Background: an optimization exercise with open tools, aiming at small area, a short achievable clock period and few clock cycles per item. Do not read the settings as production practice.
In this exercise RTL edits were held to simulation tests only and were not proved equivalent to the original.
Power figures rest on the tool's default switching activity, not on a simulated workload.

Setup of run 1:
==> flow/design.v (excerpt) <==
module servo_recipe_sequencer_top #(
  parameter int RECIPE_DEPTH = 128
) (
  input  logic                               clk,
  input  logic                               rst_n,
  input  logic                               in_tvalid,
  output logic                               in_tready,
  input  logic [srs_pkg::IN_TDATA_W-1:0]     in_tdata,
  input  logic [srs_pkg::MODE_W-1:0]         in_tuser,
  output logic                               out_tvalid,
  input  logic                               out_tready,
  output logic [srs_pkg::OUT_TDATA_W-1:0]    out_tdata,
  input  logic                               cfg_valid,
  output logic                               cfg_ready,
  input  logic [srs_pkg::CIDX_W-1:0]         cfg_index,
  input  logic [srs_pkg::PULSE_W-1:0]        cfg_data
);
Size in the first run: roughly 4100 cells after synthesis, roughly 1200 flip-flops, ~84 I/O pins, about 48000 um^2 of cells after synthesis.
make LEC_CHECK=0 ABC_AREA=1 CAP_MARGIN=20 CORE_MARGIN=2 CORE_UTILIZATION=52 CTS_CLUSTER_DIAMETER=80 CTS_CLUSTER_SIZE=24 SETUP_SLACK_MARGIN=3.5 SLEW_MARGIN=20 TNS_END_PERCENT=10 finish   # period 6.0 ns
run.sh (not shown) runs the stock make flow with config.mk's settings and CLKGATE_MAP_FILE= SYNTH_SCRIPT=/design/flow/synth_recipe.tcl, a recipe that flattens the netlist after the stock synthesis.
Run 1 ran to completion and came out clean on the timing, DRC and antenna checks.
Testbench counts of run 1, summed over its fixed seeds: cycles 12,933, items 12,885.
### run 1 -> run 2
Settings: a change of CORE_UTILIZATION from 52 to 45.
==> flow/flow/run.sh (new file) <==
#!/bin/bash
# Layout flow: the standard flow (standard.sh, unchanged synthesis and
# steps), with the port buffers made of plain sky130_fd_sc_hd__buf_2 cells
# instead of the delay cells buffer_ports picks by default. Every input and
# output port still gets its own buffer. The full output of the flow goes to
# flow.log here; each ORFS step also keeps its own log under orfs/logs.
set -euo pipefail
export BUFFER_PORTS_ARGS="-buffer_cell sky130_fd_sc_hd__buf_2"
bash standard.sh > flow.log 2>&1
==> flow/standard.sh (new file) <==
#!/bin/bash
# synth_recipe.tcl (not shown) runs the flow's synth.tcl, then flattens the netlist and writes it again
# the make line also repeats each setting of config.mk as NAME=value (left out here)
make -C /OpenROAD-flow-scripts/flow DESIGN_CONFIG=/design/flow/config.mk WORK_HOME=/design/flow/orfs CLKGATE_MAP_FILE= SYNTH_SCRIPT=/design/flow/synth_recipe.tcl "${@:-finish}"
removed: flow/run.sh
### Flow results
- Taking run 2 as 1.0, run 1 lands at 0.931 on die extent in x.
- When the final numbers for run 2 and run 1 were put side by side, the number of non-filler instances in the completed layout turned out to be greater in run 2.
- Run 1 -> run 2: total number of vias increased slightly
- Run 2 vs run 1, cell type of the slowest stage on the worst timing path: sky130_fd_sc_hd__o21ai_1 vs sky130_fd_sc_hd__o21ai_0
- Run comparison: run 2 start point of the critical path x_wa0_r[1]; run 1 start point of the critical path x_wa0_r[2]
- Run 1 → run 2: total routing resource utilization after global routing shrank by 4.0 points; worst hold path depth held steady; wire length of the first global-routing pass grew by 1.6%; number of global-route vias before repair grew by about 0.35%.
Setup changes, run 2 to run 3
==> flow/run.sh (new file) <==
#!/bin/bash
# synth_recipe.tcl (not shown) runs the flow's synth.tcl, then flattens the netlist and writes it again
# the make line also repeats each setting of config.mk as NAME=value (left out here)
make -C /OpenROAD-flow-scripts/flow DESIGN_CONFIG=/design/flow/config.mk WORK_HOME=/design/flow/orfs CLKGATE_MAP_FILE= SYNTH_SCRIPT=/design/flow/synth_recipe.tcl finish
removed: flow/flow/run.sh
removed: flow/standard.sh
### Flow results
- The lower clock skew came out of run 2.
- Re count of plain and timing-repair buffers: run 2 and run 3 aren't equal, and the lower value belongs to run 3.
- | final cell count | run 3 vs run 2 | ≈ equal |
- In terms of clock share of power, run 2 and run 3 differ only marginally.
- Diff run 3..run 2 | fraction of power consumed by combinational cells | negligible

* * *

Another version of the RTL of servo_recipe_sequencer_top (not shown whole).
For scale: ~3300 cells after synthesis, roughly 1200 flip-flops.
clock: 6.0 ns
lec_check: 0
abc_clock_period_in_ps: 2500
cap_margin: 20
core_margin: 2
core_utilization: 40
setup_slack_margin: 3.5
slew_margin: 20
Stock flow here: none of the scripts above is used.
Testbench counts at the start, summed over its fixed seeds: cycles 12,933, items 12,885.
Change:
CORE_UTILIZATION = 60   (was 40)
=> Wire length hardly moves; global-route usage goes up by 17 points; cell count drops by roughly a tenth; setup slack improved by 64 ps; maximum frequency goes up slightly; clock power goes down slightly; total power is lower slightly; clock skew went down by 71 ps; combinational power is higher by a few percent; area after synthesis stays the same.

* * *

red:
servo_recipe_sequencer_top, a different RTL version from the one above (not shown whole).
For scale: ~4300 cells after synthesis, roughly 1200 flip-flops, ~84 I/O pins, ~49000 um2 of cells after synthesis.
clock: 6.0 ns
lec_check: 0
abc_area: 1
cap_margin: 20
core_margin: 2
core_utilization: 45
cts_cluster_diameter: 80
cts_cluster_size: 24
setup_slack_margin: 3.75
slew_margin: 20
tns_end_percent: 10
standard.sh (not shown) runs the stock make flow with config.mk's settings and CLKGATE_MAP_FILE= SYNTH_SCRIPT=/design/flow/synth_recipe.tcl, a recipe that flattens the netlist after the stock synthesis.
==> flow/flow/run.sh <==
#!/bin/bash
# Layout flow: the standard flow (standard.sh, unchanged synthesis and
# steps), with the port buffers made of plain sky130_fd_sc_hd__buf_2 cells
# instead of the delay cells buffer_ports picks by default. Every input and
# output port still gets its own buffer. The full output of the flow goes to
# flow.log here; each ORFS step also keeps its own log under orfs/logs.
set -euo pipefail
export BUFFER_PORTS_ARGS="-buffer_cell sky130_fd_sc_hd__buf_2"
bash standard.sh > flow.log 2>&1
red: PASS, flow complete, no timing, DRC or antenna violations
Testbench counts of red, summed over its fixed seeds: cycles 12,933, items 12,885.
Input-level comparison between blue and red:
diff --git a/flow/config.mk b/flow/config.mk
--- a/flow/config.mk
+++ b/flow/config.mk
@@ -14 +14 @@
-export SETUP_SLACK_MARGIN = 3.75
+export SETUP_SLACK_MARGIN = 3.5
==> comparison <==
Cells: blue has fewer instances than red. Looking only at core utilization, and setting everything else aside, the higher value of red and blue goes to red. Comparing red against blue, there is no change at all in tap cell count. Of red and blue, the run reporting the lower global-route usage was blue.
## Diff of input files: green against blue
diff --git a/flow/config.mk b/flow/config.mk
--- a/flow/config.mk
+++ b/flow/config.mk
@@ -16 +16 @@
-export TNS_END_PERCENT = 10
+export TNS_END_PERCENT = 25
Findings:
green vs. blue: final critical-path setup slack went down 0.15 ns, total global-route track usage -0.16 points. Clock skew in green vs blue: up 0.013 ns. | complex-gate fraction of the synthesized area | blue vs green | ≈ equal |. Looking at largest stage delay on the critical path, green sits 0.21 ns higher than blue does. Against blue, green reports a routed wire length that is higher.

* * *

## build 94
servo_recipe_sequencer_top, a different RTL version from the one above (not shown whole).
For scale: roughly 4,100 cells after synthesis, roughly 1,200 flip-flops, ~84 I/O pins, about 48,000 µm² of cells after synthesis.
Design servo_recipe_sequencer_top, start of the top module:
module servo_recipe_sequencer_top #(
  parameter int RECIPE_DEPTH = 128
) (
  input  logic                               clk,
  input  logic                               rst_n,
  input  logic                               in_tvalid,
  output logic                               in_tready,
  input  logic [srs_pkg::IN_TDATA_W-1:0]     in_tdata,
  input  logic [srs_pkg::MODE_W-1:0]         in_tuser,
  output logic                               out_tvalid,
  input  logic                               out_tready,
  output logic [srs_pkg::OUT_TDATA_W-1:0]    out_tdata,
  input  logic                               cfg_valid,
  output logic                               cfg_ready,
  input  logic [srs_pkg::CIDX_W-1:0]         cfg_index,
  input  logic [srs_pkg::PULSE_W-1:0]        cfg_data
);
  localparam logic [2:0] OP_TICK = 3'd0;
  localparam logic [2:0] OP_P    = 3'd1;
  localparam logic [2:0] OP_C    = 3'd2;
  localparam logic [2:0] OP_R    = 3'd3;
  localparam logic [2:0] OP_L    = 3'd4;
  localparam logic [2:0] OP_B    = 3'd5;
  localparam logic [2:0] OP_NOP  = 3'd6;
  localparam logic [2:0] OP_UNK  = 3'd7;
  function automatic logic [3:0] dec2(input logic [1:0] a);
    dec2    = 4'd0;
    dec2[a] = 1'b1;
  endfunction
  function automatic logic [7:0] dec3(input logic [2:0] a);
    dec3    = 8'd0;
    dec3[a] = 1'b1;
  endfunction
  function automatic logic [5:0] onehot(input logic [2:0] p);
    onehot = 6'd0;
    case (p)
      3'd0:    onehot[0] = 1'b1;
      3'd1:    onehot[1] = 1'b1;
      3'd2:    onehot[2] = 1'b1;
      3'd3:    onehot[3] = 1'b1;
      3'd4:    onehot[4] = 1'b1;
      default: onehot[5] = 1'b1;
    endcase
  endfunction
  logic        rst_q_n;
  logic        cfg_v_q;
  logic [2:0]  cfg_i_q;
  logic [14:0] cfg_d_q;
  always_ff @(posedge clk) begin
    rst_q_n <= rst_n;
    cfg_v_q <= cfg_valid;
    cfg_i_q <= cfg_index;
    cfg_d_q <= cfg_data;
  end
  logic [7:0] in_ch;
  logic [2:0] in_op;
  logic       in_ld;
  logic [6:0] in_code;
  logic [6:0] in_idx;
  assign in_ch  = in_tdata[7:0];
  assign in_idx = in_tdata[14:8];
  always_comb begin
    in_ld = 1'b0;
    case (in_tuser)
      2'd0: in_op = OP_TICK;
      2'd1: begin
        if (in_ch[7:6] != 2'b01) begin
          in_op = OP_UNK;
        end else begin
          case (in_ch[4:0])
            5'h10:   in_op = OP_P;
  ...
Settings: LEC_CHECK=0, ABC_AREA=1, CAP_MARGIN=20, CORE_MARGIN=2, CORE_UTILIZATION=45, CTS_CLUSTER_DIAMETER=80, CTS_CLUSTER_SIZE=24, SETUP_SLACK_MARGIN=4.0, SLEW_MARGIN=20, TNS_END_PERCENT=10; clock period 6.0 ns.
run.sh (not shown) runs the stock make flow with config.mk's settings and CLKGATE_MAP_FILE= SYNTH_SCRIPT=/design/flow/synth_recipe.tcl, a recipe that flattens the netlist after the stock synthesis.
Stock flow here: none of the scripts above is used.
Build 94 | stages: all done | timing, DRC, antenna: all pass
Testbench counts of build 94, summed over its fixed seeds: cycles 12,933, items 12,885.
diff inputs: build 94 => build 31
--- a/flow/config.mk
+++ b/flow/config.mk
@@ -7,3 +7,3 @@
 export LEC_CHECK = 0
-export ABC_AREA = 1
+export ABC_CLOCK_PERIOD_IN_PS = 2500
 export CAP_MARGIN = 20
@@ -11,5 +11,5 @@
 export CORE_UTILIZATION = 45
-export CTS_CLUSTER_DIAMETER = 80
-export CTS_CLUSTER_SIZE = 24
-export SETUP_SLACK_MARGIN = 4.0
+export CTS_CLUSTER_DIAMETER = 100
+export CTS_CLUSTER_SIZE = 30
+export SETUP_SLACK_MARGIN = 3.5
 export SLEW_MARGIN = 20
[summary]
- Build 31 packs its core looser than build 94.
- Between build 94 and build 31, the flow reports synthesized area decreasing by a few percent.
- Delta (build 31 minus build 94): adder and majority gate portion of the synthesized area held, total power went down 3.9%, routed wire length went down 2000 µm, switching share of power went down 1.0 points, number of instances in the placed design went down 1,036.
- Looking at final design instance area without fill across build 31 and build 94, the one that comes out lower is build 31.
- A cell type of the slowest stage on the worst timing path of sky130_fd_sc_hd__edfxtp_1 is what build 94 shows, while sky130_fd_sc_hd__a22oi_1 belongs to build 31.
diff inputs: build 31 => build 28
--- a/flow/config.mk
+++ b/flow/config.mk
@@ -7,3 +7,3 @@
 export LEC_CHECK = 0
-export ABC_CLOCK_PERIOD_IN_PS = 2500
+export ABC_AREA = 1
 export CAP_MARGIN = 20
@@ -11,4 +11,4 @@
 export CORE_UTILIZATION = 45
-export CTS_CLUSTER_DIAMETER = 100
-export CTS_CLUSTER_SIZE = 30
+export CTS_CLUSTER_DIAMETER = 80
+export CTS_CLUSTER_SIZE = 24
 export SETUP_SLACK_MARGIN = 3.5
[summary]
Floorplan check, build 28 vs build 31: die outline larger in build 28
Count of non-CTS inverters in the layout: higher on build 28
Number of ordinary and repair buffers in the finished layout in build 28 is 101 below build 31.
Sort build 31 and build 28 by vias per cell, descending, and build 31 comes first.
From build 31 to build 28 the numbers moved as follows: total number of placement rows saw an increase; worst setup slack after layout grew by 270 ps.
When the final numbers for build 31 and build 28 were put side by side, the total wire length turned out to be smaller in build 28.
Detailed route, build 28 vs build 31: via total higher for build 28
The lower number of well taps came out of build 31.

* * *

servo_recipe_sequencer_top, a different RTL version from the one above (not shown whole).
For scale: roughly 3000 cells after synthesis, roughly 1100 flip-flops, ~47000 sq um of cells after synthesis.
clock: 6.0 ns
lec_check: 0
cap_margin: 20
core_margin: 2
core_utilization: 40
slew_margin: 20
The baseline passed the timing, DRC and antenna checks.
Testbench counts at the start, summed over its fixed seeds: cycles 12,933, items 12,885.
Edit:
- ABC_CLOCK_PERIOD_IN_PS: default -> 3000
- SETUP_SLACK_MARGIN: default -> 3.0
The new run finished with timing, DRC and antenna clean. Wire length climbs by 8.1%. Clock power hardly moves. Via count climbs by 3.8%. Register-to-register slack gains 1100 ps.

* * *

Setup of v6:
Another version of the RTL of servo_recipe_sequencer_top (not shown whole).
Size in the first run: ~3100 cells after synthesis, roughly 1200 flip-flops.
Design servo_recipe_sequencer_top, start of the top module:
module servo_recipe_sequencer_top #(
  parameter int RECIPE_DEPTH = 128
) (
  input  logic                               clk,
  input  logic                               rst_n,
  input  logic                               in_tvalid,
  output logic                               in_tready,
  input  logic [srs_pkg::IN_TDATA_W-1:0]     in_tdata,
  input  logic [srs_pkg::MODE_W-1:0]         in_tuser,
  output logic                               out_tvalid,
  input  logic                               out_tready,
  output logic [srs_pkg::OUT_TDATA_W-1:0]    out_tdata,
  input  logic                               cfg_valid,
  output logic                               cfg_ready,
  input  logic [srs_pkg::CIDX_W-1:0]         cfg_index,
  input  logic [srs_pkg::PULSE_W-1:0]        cfg_data
);
Settings: LEC_CHECK=0, ABC_CLOCK_PERIOD_IN_PS=2500, CAP_MARGIN=20, CORE_MARGIN=2, CORE_UTILIZATION=45, SETUP_SLACK_MARGIN=3.5, SLEW_MARGIN=20, TNS_END_PERCENT=10; clock period 6.0 ns.
Testbench counts of v6, summed over its fixed seeds: cycles 12,933, items 12,885.
Input changes introduced in v7 (baseline for comparison: v6):
--- a/flow/config.mk
+++ b/flow/config.mk
@@ -6,8 +6,10 @@
 export NUM_CORES = 4
 export LEC_CHECK = 0
-export ABC_CLOCK_PERIOD_IN_PS = 2500
+export ABC_AREA = 1
 export CAP_MARGIN = 20
 export CORE_MARGIN = 2
 export CORE_UTILIZATION = 45
+export CTS_CLUSTER_DIAMETER = 100
+export CTS_CLUSTER_SIZE = 30
 export SETUP_SLACK_MARGIN = 3.5
 export SLEW_MARGIN = 20
[summary]
v7 improves on v6 in final worst-path setup slack. v7 reports its critical path's slowest cell as sky130_fd_sc_hd__clkdlybuf4s50_1 while v6 reports sky130_fd_sc_hd__a221oi_1. Changes observed in v7 relative to v6: area of all sequential standard cells stayed essentially flat, non-clock buffer instance count of the final layout now sits lower, core area grew by 2200 um2, synthesized cell area saw an increase, clock latency at the later pin of the worst-skew pair went down. Overall power of the completed layout ended up about 18% lower on v7 than on v6. Run comparison: v6 kind of critical path reg2reg; v7 kind of critical path reg2out.

separate check: timing with driven ports:
How much do the figures lean on ideal ports? The routed layouts below were timed once more, with nothing changed but the port constraints.
Step 1, drivers: a clkbuf_16 drives clk and a buf_2 each remaining input, both assumed.
Step 2 adds t to the input delays and takes it off the output delays; t is the mean of the earliest and latest rising clock arrival at the registers after step 1. Input paths then give back, and output paths get back, about the clock's delay inside the block.
a / b / c = ideal / step 1 / step 2; a / b = the first two.
run | shift t [ns] | setup WS [ns] | hold WS [ns] | cell pins on the clock port's net
run 1 | 0.740 | 3.197 / 3.197 / 3.001 | 0.461 / 0.461 / 0.461 | 1
run 2 | 0.779 | 3.195 / 3.195 / 3.195 | 0.457 / 0.457 / 0.457 | 1
run 3 | 0.792 | 3.250 / 3.171 / 2.893 | 0.469 / 0.469 / 0.469 | 1
the first run of note 2 | 0.801 | 2.628 / 2.628 / 2.628 | 0.468 / 0.468 / 0.468 | 1
the second run of note 2 | 0.791 | 2.692 / 2.692 / 2.692 | 0.503 / 0.503 / 0.503 | 1
red | 0.754 | 3.353 / 3.285 / 3.405 | 0.457 / 0.457 / 0.457 | 1
blue | 0.773 | 3.378 / 3.364 / 3.051 | 0.413 / 0.413 / 0.413 | 1
green | 0.780 | 3.223 / 3.223 / 3.115 | 0.459 / 0.459 / 0.459 | 1
build 94 | 0.774 | 3.404 / 3.370 / 2.987 | 0.471 / 0.471 / 0.471 | 1
build 31 | 0.716 | 3.030 / 3.030 / 3.030 | 0.466 / 0.466 / 0.466 | 1
build 28 | 0.774 | 3.299 / 3.299 / 3.008 | 0.457 / 0.457 / 0.457 | 1
the first run of note 5 | 0.768 | 1.741 / 1.741 / 1.741 | 0.498 / 0.498 / 0.498 | 1
the second run of note 5 | 0.759 | 2.812 / 2.812 / 2.386 | 0.501 / 0.501 / 0.501 | 1
v6 | 0.796 | 3.230 / 3.230 / 2.960 | 0.454 / 0.454 / 0.454 | 1
v7 | 0.741 | 3.238 / 3.171 / 2.983 | 0.459 / 0.459 / 0.459 | 1
After both steps setup and hold are still met in every run listed. The setup slack of the second run of note 5, which loses most, moves by 0.000 ns with the drivers and by -0.426 ns with both steps.
